From an optimization exercise on the open Yosys and OpenROAD flow, aimed at small area, a short achievable clock period and few clock cycles per item; shortcuts taken in it are not production practice. Function was checked by simulation only, so behaviour that the tests miss may differ from the original.

==> inputs of job 6283 <==
## jam
module jam (
	input  logic                    clk,
	input  logic                    rst_n,
	input  logic                    in_valid,
	input  jam_types_pkg::cost_t    in_cost,
	output logic                    out_valid,
	output jam_types_pkg::out_job_t out_job,
	output jam_types_pkg::total_t   out_cost
);
==> flow/config.mk <==
export PLATFORM = sky130hd
export DESIGN_NAME = jam
export DESIGN_NICKNAME = jam
export VERILOG_FILES = /design/flow/design.v
export SDC_FILE = /design/flow/constraint.sdc
export NUM_CORES = 4
export LEC_CHECK = 0
export CAP_MARGIN = 20
export CORE_MARGIN = 2
export CORE_UTILIZATION = 45
export SETUP_SLACK_MARGIN = 5
export SLEW_MARGIN = 20
==> flow/constraint.sdc <==
create_clock -name core_clock -period 9.0 [get_ports {clk}]
set_input_delay 1.8000 -clock core_clock [delete_from_list [all_inputs] [get_ports {clk}]]
set_output_delay 1.8000 -clock core_clock [all_outputs]
set_load 0.01 [all_outputs]
run.sh (not shown) runs the stock make flow with config.mk's settings and CLKGATE_MAP_FILE= SYNTH_SCRIPT=/design/flow/synth_recipe.tcl, a recipe that flattens the netlist after the stock synthesis.
==> inputs of job 5230, as changes to job 6283 <==
--- a/flow/design.v
+++ b/flow/design.v
@@ -414,19 +414,17 @@
 			end
 			E_X: begin
 				if (!wbusy && !pvj) begin
 					for (int j = 0; j < 8; j++) begin
 						if (used[j]) begin
-							logic [19:0] cw;
-							logic [19:0] cz;
-							cw = csa10({3'd0, w[j]}, {3'd0, D}, ~{2'd0, d[j]});
-							cz = csa10({3'd0, z[j]}, {3'd0, D}, ~{2'd0, d[j]});
-							w[j] <= 7'(add10(cw[9:0], cw[19:10], 1'b1));
-							z[j] <= 7'(add10(cz[9:0], cz[19:10], 1'b1));
+							logic [6:0] dl;
+							dl = 7'(D - d[j][6:0]);
+							w[j] <= w[j] + dl;
+							z[j] <= z[j] + dl;
 						end
 					end
-					tot  <= add10(tot, {3'd0, D}, 1'b0);
+					tot  <= tot + 10'(D);
 					jc   <= jnb;
 					wrs  <= wroot;
 					wrow <= ph;
 					wD   <= D;
 					used <= '0;
ABC_AREA = 1   (was not set)
CORE_UTILIZATION = 55   (was 45)
PLACE_DENSITY = 0.75   (was not set)
==> qor.txt <==
Die Y: 363 um
PostCTS Resize Cnt: 199
Max Freq: 0.243 GHz
Post-Synth XOR/XNOR Area: 3.43%
Flop-to-flop setup slack: 4.89 ns
CP arrival: 4.53 ns
Status: no timing/DRC/antenna violations
Sequential cell area fraction in the yosys report: 48.4%
Tap cell count: 1662
Gr usage total: 30.4%
[end of results for job 6283]
==> qor.txt <==
Status: no timing/DRC/antenna violations
Max Freq: 0.249 GHz
Post-Synth XOR/XNOR Area: 2.44%
CP arrival: 4.36 ns
Gr usage total: 35.4%
Global-route wire length before repair: 283000 um
Die Y: 329 um
Sequential cell area fraction in the yosys report: 48.5%
Tap cell count: 1391
PostCTS Resize Cnt: 65
[end of results for job 5230]
Testbench counts of job 6283, summed over its fixed seeds: cycles 2,608, items 24.
Testbench counts of job 5230, summed over its fixed seeds: cycles 2,608, items 24.


==> inputs of xenon <==
==> flow/design.v <==
package jam_types_pkg;
	typedef logic [7-1:0] cost_t;
	typedef logic [3-1:0] job_t;
	typedef job_t [8-1:0] perm_t;
	typedef logic [10-1:0] total_t;
	typedef logic [4-1:0] out_job_t;
	typedef cost_t [8-1:0] cost_row_t;
endpackage
package jam_phase_pkg;
	typedef enum logic [1:0] {
		PH_LOAD,
		PH_SEARCH,
		PH_DRAIN,
		PH_OUTPUT
	} phase_t;
endpackage
`timescale 1ns/1ps
module jam (
	input  logic                    clk,
	input  logic                    rst_n,
	input  logic                    in_valid,
	input  jam_types_pkg::cost_t    in_cost,
	output logic                    out_valid,
	output jam_types_pkg::out_job_t out_job,
	output jam_types_pkg::total_t   out_cost
);
	localparam logic [2:0] E_WAIT = 3'd0;   
	localparam logic [2:0] E_S2   = 3'd1;   
	localparam logic [2:0] E_S3   = 3'd2;   
	localparam logic [2:0] E_X    = 3'd3;   
	localparam logic [2:0] E_WALK = 3'd4;   
	localparam logic [2:0] E_TS   = 3'd5;   
	localparam logic [2:0] E_OUT  = 3'd6;   
	function automatic logic [9:0] add10(input logic [9:0] a, input logic [9:0] b, input logic ci);
		logic [9:0]  g;
		logic [9:0]  p;
		logic [10:0] G;
		logic [10:0] P;
		g = a & b;
		p = a ^ b;
		G = {g, ci};
		P = {p, 1'b0};
		for (int lv = 0; lv < 4; lv++) begin
			for (int i = 10; i >= (1 << lv); i--) begin
				G[i] = G[i] | (P[i] & G[i - (1 << lv)]);
				P[i] = P[i] & P[i - (1 << lv)];
			end
		end
		add10 = p ^ G[9:0];
	endfunction
	function automatic logic [19:0] csa10(input logic [9:0] a, input logic [9:0] b, input logic [9:0] c);
		logic [9:0] s;
		logic [9:0] cy;
		s  = a ^ b ^ c;
		cy = (a & b) | (a & c) | (b & c);
		csa10 = {cy[8:0], 1'b0, s};
	endfunction
	function automatic logic lt8(input logic [7:0] a, input logic [7:0] b);
		logic [7:0] g1, l1;
		logic [3:0] g2, l2;
		logic [1:0] g3, l3;
		g1 = ~a & b;
		l1 = a & ~b;
		for (int i = 0; i < 4; i++) begin
			g2[i] = g1[2*i+1] | (~l1[2*i+1] & g1[2*i]);
			l2[i] = l1[2*i+1] | (~g1[2*i+1] & l1[2*i]);
		end
		for (int i = 0; i < 2; i++) begin
			g3[i] = g2[2*i+1] | (~l2[2*i+1] & g2[2*i]);
			l3[i] = l2[2*i+1] | (~g2[2*i+1] & l2[2*i]);
		end
		lt8 = g3[1] | (~l3[1] & g3[0]);
	endfunction
	function automatic logic [2:0] enc8(input logic [7:0] oh);
		enc8[0] = oh[1] | oh[3] | oh[5] | oh[7];
		enc8[1] = oh[2] | oh[3] | oh[6] | oh[7];
		enc8[2] = oh[4] | oh[5] | oh[6] | oh[7];
	endfunction
	logic [5:0]   lcnt;
	logic         ldone;
	logic [447:0] amat;
	logic         load_en;
	logic         iv_q;
	logic [6:0]   ic_q;
	always_ff @(posedge clk or negedge rst_n) begin
		if (!rst_n) iv_q <= 1'b0;
		else        iv_q <= in_valid;
	end
	always_ff @(posedge clk) begin
		ic_q <= in_cost;
	end
	assign load_en = iv_q && !ldone;
	for (genvar k = 0; k < 64; k++) begin : g_store
		always_ff @(posedge clk) begin
			if (load_en && lcnt == 6'(k)) begin
				amat[k*7 +: 7] <= ic_q;
			end
		end
	end
	logic [2:0]  est;
	logic [2:0]  ph;        
	logic        first;     
	logic [7:0]  jn;        
	logic [2:0]  jnb;       
	logic [6:0]  D;         
	logic [9:0]  tot;       
	logic [2:0]  jc;        
	logic [6:0]  w    [8];
	logic [6:0]  z    [8];
	logic [2:0]  p    [8];
	logic [7:0]  pv;
	logic [7:0]  d    [8];
	logic [2:0]  way  [8];
	logic [7:0]  wroot;
	logic [7:0]  used;
	logic [55:0] rowv_q;
	logic [9:0]  K_q;
	logic [3:0]  tcnt;
	logic        v1;
	logic [2:0]  tr1;
	logic [7:0]  T    [8];
	logic [7:0]  Tv;
	logic [7:0]  kv;        
	logic [7:0]  dU;
	logic [2:0]  cur  [8];
	logic [7:0]  st;
	logic [2:0]  ocnt;
	logic        row_ready;
	assign row_ready = ldone || (ph < lcnt[5:3]);
	logic [2:0]  r1;
	logic [9:0]  K1;
	logic [55:0] rowv;
	logic [6:0]  ur;
	logic [2:0]  pj;
	logic [6:0]  zj;
	logic        pvj;
	always_comb begin
		ur = (tcnt[2:0] == ph) ? D : 7'd0;
		pj  = 3'd0;
		zj  = 7'd0;
		for (int j = 0; j < 8; j++) begin
			if (pv[j] && p[j] == tcnt[2:0]) ur = ur | z[j];
			if (jn[j]) begin
				pj = pj | p[j];
				zj = zj | z[j];
			end
		end
		pvj = |(pv & jn);
	end
	always_comb begin
		case (est)
			E_TS:    r1 = tcnt[2:0];
			E_X:     r1 = pj;
			default: r1 = ph;
		endcase
		case (est)
			E_TS:    K1 = add10(10'd0, ~{3'd0, ur}, 1'b1);
			E_X:     K1 = add10({3'd0, D}, ~{3'd0, zj}, 1'b1);
			default: K1 = 10'd0;
		endcase
		case (r1)
			3'd0: rowv = amat[  0 +: 56];
			3'd1: rowv = amat[ 56 +: 56];
			3'd2: rowv = amat[112 +: 56];
			3'd3: rowv = amat[168 +: 56];
			3'd4: rowv = amat[224 +: 56];
			3'd5: rowv = amat[280 +: 56];
			3'd6: rowv = amat[336 +: 56];
			default: rowv = amat[392 +: 56];
		endcase
	end
	always_ff @(posedge clk) begin
		rowv_q <= rowv;
		K_q    <= K1;
		tr1    <= tcnt[2:0];
	end
	logic [9:0]  cand [8];
	logic [7:0]  lt;
	logic [7:0]  tz;
	logic [7:0]  dnew [8];
	for (genvar j = 0; j < 8; j++) begin : g_s2
		logic [19:0] c1;
		logic [19:0] c2;
		logic [9:0]  df;
		assign c1 = csa10({3'd0, rowv_q[j*7 +: 7]}, {3'd0, w[j]}, K_q);
		assign cand[j] = add10(c1[9:0], c1[19:10], 1'b0);
		assign c2 = csa10(c1[9:0], c1[19:10], ~{2'd0, d[j]});
		assign df = add10(c2[9:0], c2[19:10], 1'b1);
		assign lt[j] = df[9];
		assign tz[j] = (cand[j] == 10'd0);
		assign dnew[j] = (cand[j][8] | cand[j][7]) ? 8'h80 : cand[j][7:0];
	end
	logic [7:0]  key [8];
	logic [7:0]  jsel;
	logic [6:0]  kmin;
	for (genvar j = 0; j < 8; j++) begin : g_key
		assign key[j] = {used[j] | d[j][7], d[j][6:0]};
	end
	always_comb begin
		logic [3:0] wl, wh;
		logic [7:0] ml, mh;
		logic       xf;
		wl = 4'hF;
		wh = 4'hF;
		for (int x = 0; x < 4; x++) begin
			for (int y = x + 1; y < 4; y++) begin
				if (lt8(key[y], key[x])) wl[x] = 1'b0;
				else                     wl[y] = 1'b0;
				if (lt8(key[y+4], key[x+4])) wh[x] = 1'b0;
				else                         wh[y] = 1'b0;
			end
		end
		ml = 8'd0;
		mh = 8'd0;
		for (int x = 0; x < 4; x++) begin
			if (wl[x]) ml = ml | key[x];
			if (wh[x]) mh = mh | key[x+4];
		end
		xf   = lt8(mh, ml);
		jsel = xf ? {wh, 4'd0} : {4'd0, wl};
		kmin = xf ? mh[6:0] : ml[6:0];
	end
	logic [7:0]  avail;
	logic [7:0]  ok;
	logic [7:0]  okl;       
	logic [7:0]  rowok;
	logic [7:0]  colok;
	logic [7:0]  colcov;
	logic [7:0]  gtk;       
	logic        tvk;
	logic [2:0]  curk;
	logic [2:0]  prevk;
	logic        dfs_go;
	always_comb begin
		logic [7:0] Tk;
		logic [7:0] ab;
		logic [7:0] ar;
		logic       stk;
		Tk    = 8'd0;
		curk  = 3'd0;
		prevk = 3'd0;
		for (int r = 0; r < 8; r++) begin
			if (kv[r]) begin
				Tk   = Tk | T[r];
				curk = curk | cur[r];
			end
			if (r > 0 && kv[r]) prevk = prevk | cur[r-1];
		end
		stk = |(kv & st);
		tvk = |(kv & Tv);
		gtk[0] = 1'b0;
		for (int r = 1; r < 8; r++) gtk[r] = gtk[r-1] | kv[r-1];
		for (int j = 0; j < 8; j++) ab[j] = !stk || (3'(j) > curk);
		avail = Tk & ~dU & ab;
		rowok  = 8'hFF;
		colcov = 8'h00;
		ar     = 8'h00;
		for (int r = 0; r < 8; r++) begin
			if (gtk[r]) colcov = colcov | T[r];
			ar = T[r] & ~dU;
			for (int j = 0; j < 8; j++) begin
				if (gtk[r] && Tv[r] && (ar & ~(8'd1 << j)) == 8'd0) rowok[j] = 1'b0;
			end
		end
		colok = 8'hFF;
		if (&Tv) begin
			for (int j = 0; j < 8; j++) begin
				for (int c = 0; c < 8; c++) begin
					if (c != j && !dU[c] && !colcov[c]) colok[j] = 1'b0;
				end
			end
		end
		ok = avail & rowok & colok;
		okl = ok & ~{ok[6:0], 1'b0} & ~{ok[5:0], 2'b0} & ~{ok[4:0], 3'b0} & ~{ok[3:0], 4'b0} &
		      ~{ok[2:0], 5'b0} & ~{ok[1:0], 6'b0} & ~{ok[0], 7'b0};
	end
	assign dfs_go = (est == E_TS) && tvk;
	always_ff @(posedge clk or negedge rst_n) begin
		if (!rst_n) begin
			lcnt      <= '0;
			ldone     <= 1'b0;
			est       <= E_WAIT;
			ph        <= '0;
			first     <= 1'b0;
			tcnt      <= '0;
			v1        <= 1'b0;
			Tv        <= '0;
			kv        <= '0;
			ocnt      <= '0;
			out_valid <= 1'b0;
			out_job   <= '0;
			out_cost  <= '0;
		end else begin
			out_valid <= 1'b0;
			out_job   <= '0;
			out_cost  <= '0;
			if (load_en) begin
				lcnt <= lcnt + 6'd1;
				if (lcnt == 6'd63) ldone <= 1'b1;
			end
			case (est)
				E_WAIT: begin
					if (row_ready) begin
						first <= 1'b1;
						est   <= E_S2;
					end
				end
				E_S2: begin
					est <= E_S3;
				end
				E_S3: begin
					first <= 1'b0;
					est   <= E_X;
				end
				E_X: begin
					if (pvj) begin
						est <= E_S2;
					end else if (ph == 3'd7) begin
						est  <= E_TS;
						tcnt <= '0;
						v1   <= 1'b0;
						Tv   <= '0;
						kv   <= 8'd1;
					end else begin
						est <= E_WALK;
					end
				end
				E_WALK: begin
					if (wroot[jc]) begin
						ph  <= ph + 3'd1;
						est <= E_WAIT;
					end
				end
				E_TS: begin
					if (!tcnt[3]) tcnt <= tcnt + 4'd1;
					v1 <= !tcnt[3];
					if (v1) Tv[tr1] <= 1'b1;
					if (dfs_go) begin
						if (|ok) begin
							kv <= {kv[6:0], 1'b0};
							if (kv[7]) begin
								est       <= E_OUT;
								ocnt      <= 3'd1;
								out_valid <= 1'b1;
								out_job   <= 4'(cur[0]) + 4'd1;
								out_cost  <= tot;
							end
						end else begin
							kv <= {1'b0, kv[7:1]};
						end
					end
				end
				default: begin
					out_valid <= 1'b1;
					out_job   <= 4'(cur[ocnt]) + 4'd1;
					out_cost  <= tot;
					ocnt      <= ocnt + 3'd1;
					if (ocnt == 3'd7) begin
						est   <= E_WAIT;
						ph    <= '0;
						ldone <= 1'b0;
					end
				end
			endcase
		end
	end
	always_ff @(posedge clk) begin
		case (est)
			E_WAIT: begin
				if (ph == 3'd0) begin
					for (int j = 0; j < 8; j++) w[j] <= '0;
					pv  <= '0;
					tot <= '0;
				end
				used <= '0;
			end
			E_S2: begin
				for (int j = 0; j < 8; j++) begin
					if (first || (!used[j] && lt[j])) begin
						d[j]     <= dnew[j];
						way[j]   <= jnb;
						wroot[j] <= first;
					end
				end
			end
			E_S3: begin
				used <= used | jsel;
				jn   <= jsel;
				jnb  <= enc8(jsel);
				D    <= kmin;
			end
			E_X: begin
				if (!pvj) begin
					for (int j = 0; j < 8; j++) begin
						if (used[j]) begin
							logic [19:0] cw;
							logic [19:0] cz;
							cw = csa10({3'd0, w[j]}, {3'd0, D}, ~{2'd0, d[j]});
							cz = csa10({3'd0, z[j]}, {3'd0, D}, ~{2'd0, d[j]});
							w[j] <= 7'(add10(cw[9:0], cw[19:10], 1'b1));
							z[j] <= 7'(add10(cz[9:0], cz[19:10], 1'b1));
						end
					end
					tot <= add10(tot, {3'd0, D}, 1'b0);
					jc  <= jnb;
					dU  <= '0;
					st[0] <= 1'b0;
				end
			end
			E_WALK: begin
				pv[jc] <= 1'b1;
				if (wroot[jc]) begin
					p[jc] <= ph;
					z[jc] <= D;
				end else begin
					p[jc] <= p[way[jc]];
					z[jc] <= z[way[jc]];
					jc    <= way[jc];
				end
			end
			E_TS: begin
				if (v1) begin
					for (int j = 0; j < 8; j++) T[tr1][j] <= tz[j];
				end
				if (dfs_go) begin
					if (|ok) begin
						for (int r = 0; r < 8; r++) begin
							if (kv[r]) cur[r] <= enc8(okl);
						end
						st <= (st | kv) & ~{kv[6:0], 1'b0};
						dU <= dU | okl;
					end else begin
						dU[prevk] <= 1'b0;
					end
				end
			end
			default: ;
		endcase
	end
endmodule
==> flow/run.sh <==
#!/bin/bash
# synth_recipe.tcl (not shown) runs the flow's synth.tcl, then flattens the netlist and writes it again
# the make line also repeats each setting of config.mk as NAME=value (left out here)
make -C /OpenROAD-flow-scripts/flow DESIGN_CONFIG=/design/flow/config.mk WORK_HOME=/design/flow/orfs CLKGATE_MAP_FILE= SYNTH_SCRIPT=/design/flow/synth_recipe.tcl finish
==> flow/config.mk <==
export PLATFORM = sky130hd
export DESIGN_NAME = jam
export DESIGN_NICKNAME = jam
export VERILOG_FILES = /design/flow/design.v
export SDC_FILE = /design/flow/constraint.sdc
export NUM_CORES = 4
export LEC_CHECK = 0
export CAP_MARGIN = 20
export CORE_MARGIN = 2
export CORE_UTILIZATION = 45
export SETUP_SLACK_MARGIN = 5
export SLEW_MARGIN = 20
==> flow/constraint.sdc <==
create_clock -name core_clock -period 9.0 [get_ports {clk}]
set_input_delay 1.8000 -clock core_clock [delete_from_list [all_inputs] [get_ports {clk}]]
set_output_delay 1.8000 -clock core_clock [all_outputs]
set_load 0.01 [all_outputs]
==> inputs of violet, as changes to xenon <==
--- a/flow/design.v
+++ b/flow/design.v
@@ -30,3 +30,2 @@
 	localparam logic [2:0] E_X    = 3'd3;   
-	localparam logic [2:0] E_WALK = 3'd4;   
 	localparam logic [2:0] E_TS   = 3'd5;   
@@ -82,12 +81,3 @@
 	logic         load_en;
-	logic         iv_q;
-	logic [6:0]   ic_q;
-	always_ff @(posedge clk or negedge rst_n) begin
-		if (!rst_n) iv_q <= 1'b0;
-		else        iv_q <= in_valid;
-	end
-	always_ff @(posedge clk) begin
-		ic_q <= in_cost;
-	end
-	assign load_en = iv_q && !ldone;
+	assign load_en = in_valid && !ldone;
 	for (genvar k = 0; k < 64; k++) begin : g_store
@@ -95,3 +85,3 @@
 			if (load_en && lcnt == 6'(k)) begin
-				amat[k*7 +: 7] <= ic_q;
+				amat[k*7 +: 7] <= in_cost;
 			end
@@ -107,2 +97,6 @@
 	logic [2:0]  jc;        
+	logic        wbusy;     
+	logic [7:0]  wrs;       
+	logic [2:0]  wrow;      
+	logic [6:0]  wD;        
 	logic [6:0]  w    [8];
@@ -128,3 +122,7 @@
 	logic        row_ready;
-	assign row_ready = ldone || (ph < lcnt[5:3]);
+	logic        row_ready_n;
+	logic        lastin;
+	assign lastin      = load_en && (lcnt[2:0] == 3'd7);
+	assign row_ready   = ldone || (ph < lcnt[5:3]) || (lastin && ph == lcnt[5:3]);
+	assign row_ready_n = ldone || ((ph + 3'd1) < lcnt[5:3]) || (lastin && (ph + 3'd1) == lcnt[5:3]);
 	logic [2:0]  r1;
@@ -136,2 +134,6 @@
 	logic        pvj;
+	logic [6:0]  z0;
+	logic [6:0]  d0;
+	logic        u0;
+	logic [19:0] k0;
 	always_comb begin
@@ -148,2 +150,13 @@
 		pvj = |(pv & jn);
+		z0 = 7'd0;
+		d0 = 7'd0;
+		u0 = 1'b0;
+		for (int j = 0; j < 8; j++) begin
+			if (pv[j] && p[j] == 3'd0) begin
+				z0 = z0 | z[j];
+				d0 = d0 | d[j][6:0];
+				u0 = u0 | used[j];
+			end
+		end
+		k0 = csa10(u0 ? {3'd0, d0} : 10'd0, ~{3'd0, z0}, u0 ? ~{3'd0, D} : 10'h3FF);
 	end
@@ -152,3 +165,3 @@
 			E_TS:    r1 = tcnt[2:0];
-			E_X:     r1 = pj;
+			E_X:     r1 = pvj ? pj : (ph == 3'd7) ? 3'd0 : ph + 3'd1;
 			default: r1 = ph;
@@ -157,3 +170,4 @@
 			E_TS:    K1 = add10(10'd0, ~{3'd0, ur}, 1'b1);
-			E_X:     K1 = add10({3'd0, D}, ~{3'd0, zj}, 1'b1);
+			E_X:     K1 = pvj ? add10({3'd0, D}, ~{3'd0, zj}, 1'b1) :
+			              (ph == 3'd7) ? add10(k0[9:0], k0[19:10] | 10'd1, 1'b1) : 10'd0;
 			default: K1 = 10'd0;
@@ -170,2 +184,3 @@
 		endcase
+		if (lastin && r1 == lcnt[5:3]) rowv[55:49] = in_cost;
 	end
@@ -174,3 +189,3 @@
 		K_q    <= K1;
-		tr1    <= tcnt[2:0];
+		tr1    <= (est == E_TS) ? tcnt[2:0] : 3'd0;
 	end
@@ -289,2 +304,3 @@
 			ocnt      <= '0;
+			wbusy     <= 1'b0;
 			out_valid <= 1'b0;
@@ -296,2 +312,3 @@
 			out_cost  <= '0;
+			if (wbusy && wrs[jc]) wbusy <= 1'b0;
 			if (load_en) begin
@@ -315,3 +332,5 @@
 				E_X: begin
-					if (pvj) begin
+					if (wbusy) begin
+						est <= E_X;
+					end else if (pvj) begin
 						est <= E_S2;
@@ -319,4 +338,4 @@
 						est  <= E_TS;
-						tcnt <= '0;
-						v1   <= 1'b0;
+						tcnt <= 4'd1;
+						v1   <= 1'b1;
 						Tv   <= '0;
@@ -324,9 +343,10 @@
 					end else begin
-						est <= E_WALK;
-					end
-				end
-				E_WALK: begin
-					if (wroot[jc]) begin
-						ph  <= ph + 3'd1;
-						est <= E_WAIT;
+						wbusy <= 1'b1;
+						ph    <= ph + 3'd1;
+						if (row_ready_n) begin
+							first <= 1'b1;
+							est   <= E_S2;
+						end else begin
+							est <= E_WAIT;
+						end
 					end
@@ -378,6 +398,9 @@
 				for (int j = 0; j < 8; j++) begin
-					if (first || (!used[j] && lt[j])) begin
+					if (first) begin
+						d[j]     <= dnew[j];
+						wroot[j] <= 1'b1;
+					end else if (!used[j] && lt[j]) begin
 						d[j]     <= dnew[j];
 						way[j]   <= jnb;
-						wroot[j] <= first;
+						wroot[j] <= 1'b0;
 					end
@@ -392,15 +415,17 @@
 			E_X: begin
-				if (!pvj) begin
+				if (!wbusy && !pvj) begin
 					for (int j = 0; j < 8; j++) begin
 						if (used[j]) begin
-							logic [19:0] cw;
-							logic [19:0] cz;
-							cw = csa10({3'd0, w[j]}, {3'd0, D}, ~{2'd0, d[j]});
-							cz = csa10({3'd0, z[j]}, {3'd0, D}, ~{2'd0, d[j]});
-							w[j] <= 7'(add10(cw[9:0], cw[19:10], 1'b1));
-							z[j] <= 7'(add10(cz[9:0], cz[19:10], 1'b1));
+							logic [6:0] dl;
+							dl = 7'(D - d[j][6:0]);
+							w[j] <= w[j] + dl;
+							z[j] <= z[j] + dl;
 						end
 					end
-					tot <= add10(tot, {3'd0, D}, 1'b0);
-					jc  <= jnb;
+					tot  <= tot + 10'(D);
+					jc   <= jnb;
+					wrs  <= wroot;
+					wrow <= ph;
+					wD   <= D;
+					used <= '0;
 					dU  <= '0;
@@ -409,13 +434,2 @@
 			end
-			E_WALK: begin
-				pv[jc] <= 1'b1;
-				if (wroot[jc]) begin
-					p[jc] <= ph;
-					z[jc] <= D;
-				end else begin
-					p[jc] <= p[way[jc]];
-					z[jc] <= z[way[jc]];
-					jc    <= way[jc];
-				end
-			end
 			E_TS: begin
@@ -438,2 +452,13 @@
 		endcase
+		if (wbusy) begin
+			pv[jc] <= 1'b1;
+			if (wrs[jc]) begin
+				p[jc] <= wrow;
+				z[jc] <= wD;
+			end else begin
+				p[jc] <= p[way[jc]];
+				z[jc] <= z[way[jc]];
+				jc    <= way[jc];
+			end
+		end
 	end
- ABC_AREA: default -> 1
- PLACE_DENSITY: default -> 0.85
==> results.toml <==
[timing]
fmax_mhz = 246

[clock_tree]
cts_buffers = 97

[run_status]
outcome = "complete, no violations"

[final_layout]
final_common_cell = "nand2_1"
utilization_pct = 50.8
buffer_area_share_pct = 2.25

[routing]
vias = 48600

[yosys]
yosysTopAreaCellShare_pct = 43.4
synth_compound_area_share_pct = 12.1
ys_types = 78

[critical_path]
critical-path-top-delay-family = "simple AND/OR/NAND/NOR gates"
required_ns = 9.38

[grt]
grt_antenna_before_repair = 9
[end of results for violet]
==> results.toml <==
[yosys]
synth.area.top_cells = "edfxtp_1 44%, fa_1 8.3%, ha_1 6.0%, inv_1 3.8%, a21oi_1 3.1%"
yosysTopAreaCellShare_pct = 44.4
synth_compound_area_share_pct = 14.7
ys_types = 86

[critical_path]
r2r_slack_ns = 4.93
slowest_delay_ns = 0.54
required_ns = 9.48
r2r_start = "d[5][2]"

[timing]
fmax_mhz = 246
hold_viol_final = 0

[final_layout]
utilization_pct = 52.1
final_common_cell = "edfxtp_1"
buffer_area_share_pct = 3.68
final_cell_mix = "831 x edfxtp_1, 564 x inv_1, 415 x nand2_1, 406 x nor2_1, 316 x a21oi_1"

[grt]
grt_antenna_before_repair = 2
grt_pass1_wl_mm = 264

[clock_tree]
cts_buffers = 105

[run_status]
outcome = "complete, no violations"

[routing]
vias = 41800
[end of results for xenon]
Testbench counts of xenon, summed over its fixed seeds: cycles 2,796, items 24.
Testbench counts of violet, summed over its fixed seeds: cycles 2,608, items 24.

==> port drivers added, routing unchanged <==
No port has a modelled driver above. Below, the same layouts with a new extraction and two added sets of constraints. Step 1: set_driving_cell puts a clkbuf_16 on clk and a buf_2 on each other input, an assumption about the parent block. Step 2 also shifts input and output timing later by t, the mid clock arrival at the registers, as if the neighbouring blocks saw the same clock. a / b / c = ideal / step 1 / step 2; a / b = the first two.
run | t (ns) | setup slack, ns | worst hold slack (ns) | latest minus earliest clock arrival (ns) | worst data-port slew with drivers (ns)
job 6283 | 0.835 | 4.887 / 4.887 / 4.113 | 0.422 / 0.422 / 0.422 | 0.039 / 0.039 | 0.16
job 5230 | 0.780 | 4.991 / 4.991 / 4.358 | 0.455 / 0.455 / 0.455 | 0.055 / 0.055 | 0.03
xenon | 0.801 | 4.927 / 4.927 / 4.927 | 0.458 / 0.458 / 0.458 | 0.082 / 0.083 | 0.03
violet | 0.818 | 4.940 / 4.905 / 4.087 | 0.460 / 0.460 / 0.460 | 0.094 / 0.093 | 0.11
After both steps setup and hold are still met in every run listed. For violet, which loses most, drivers alone change the setup slack by -0.035 ns; drivers and shift together by -0.853 ns.
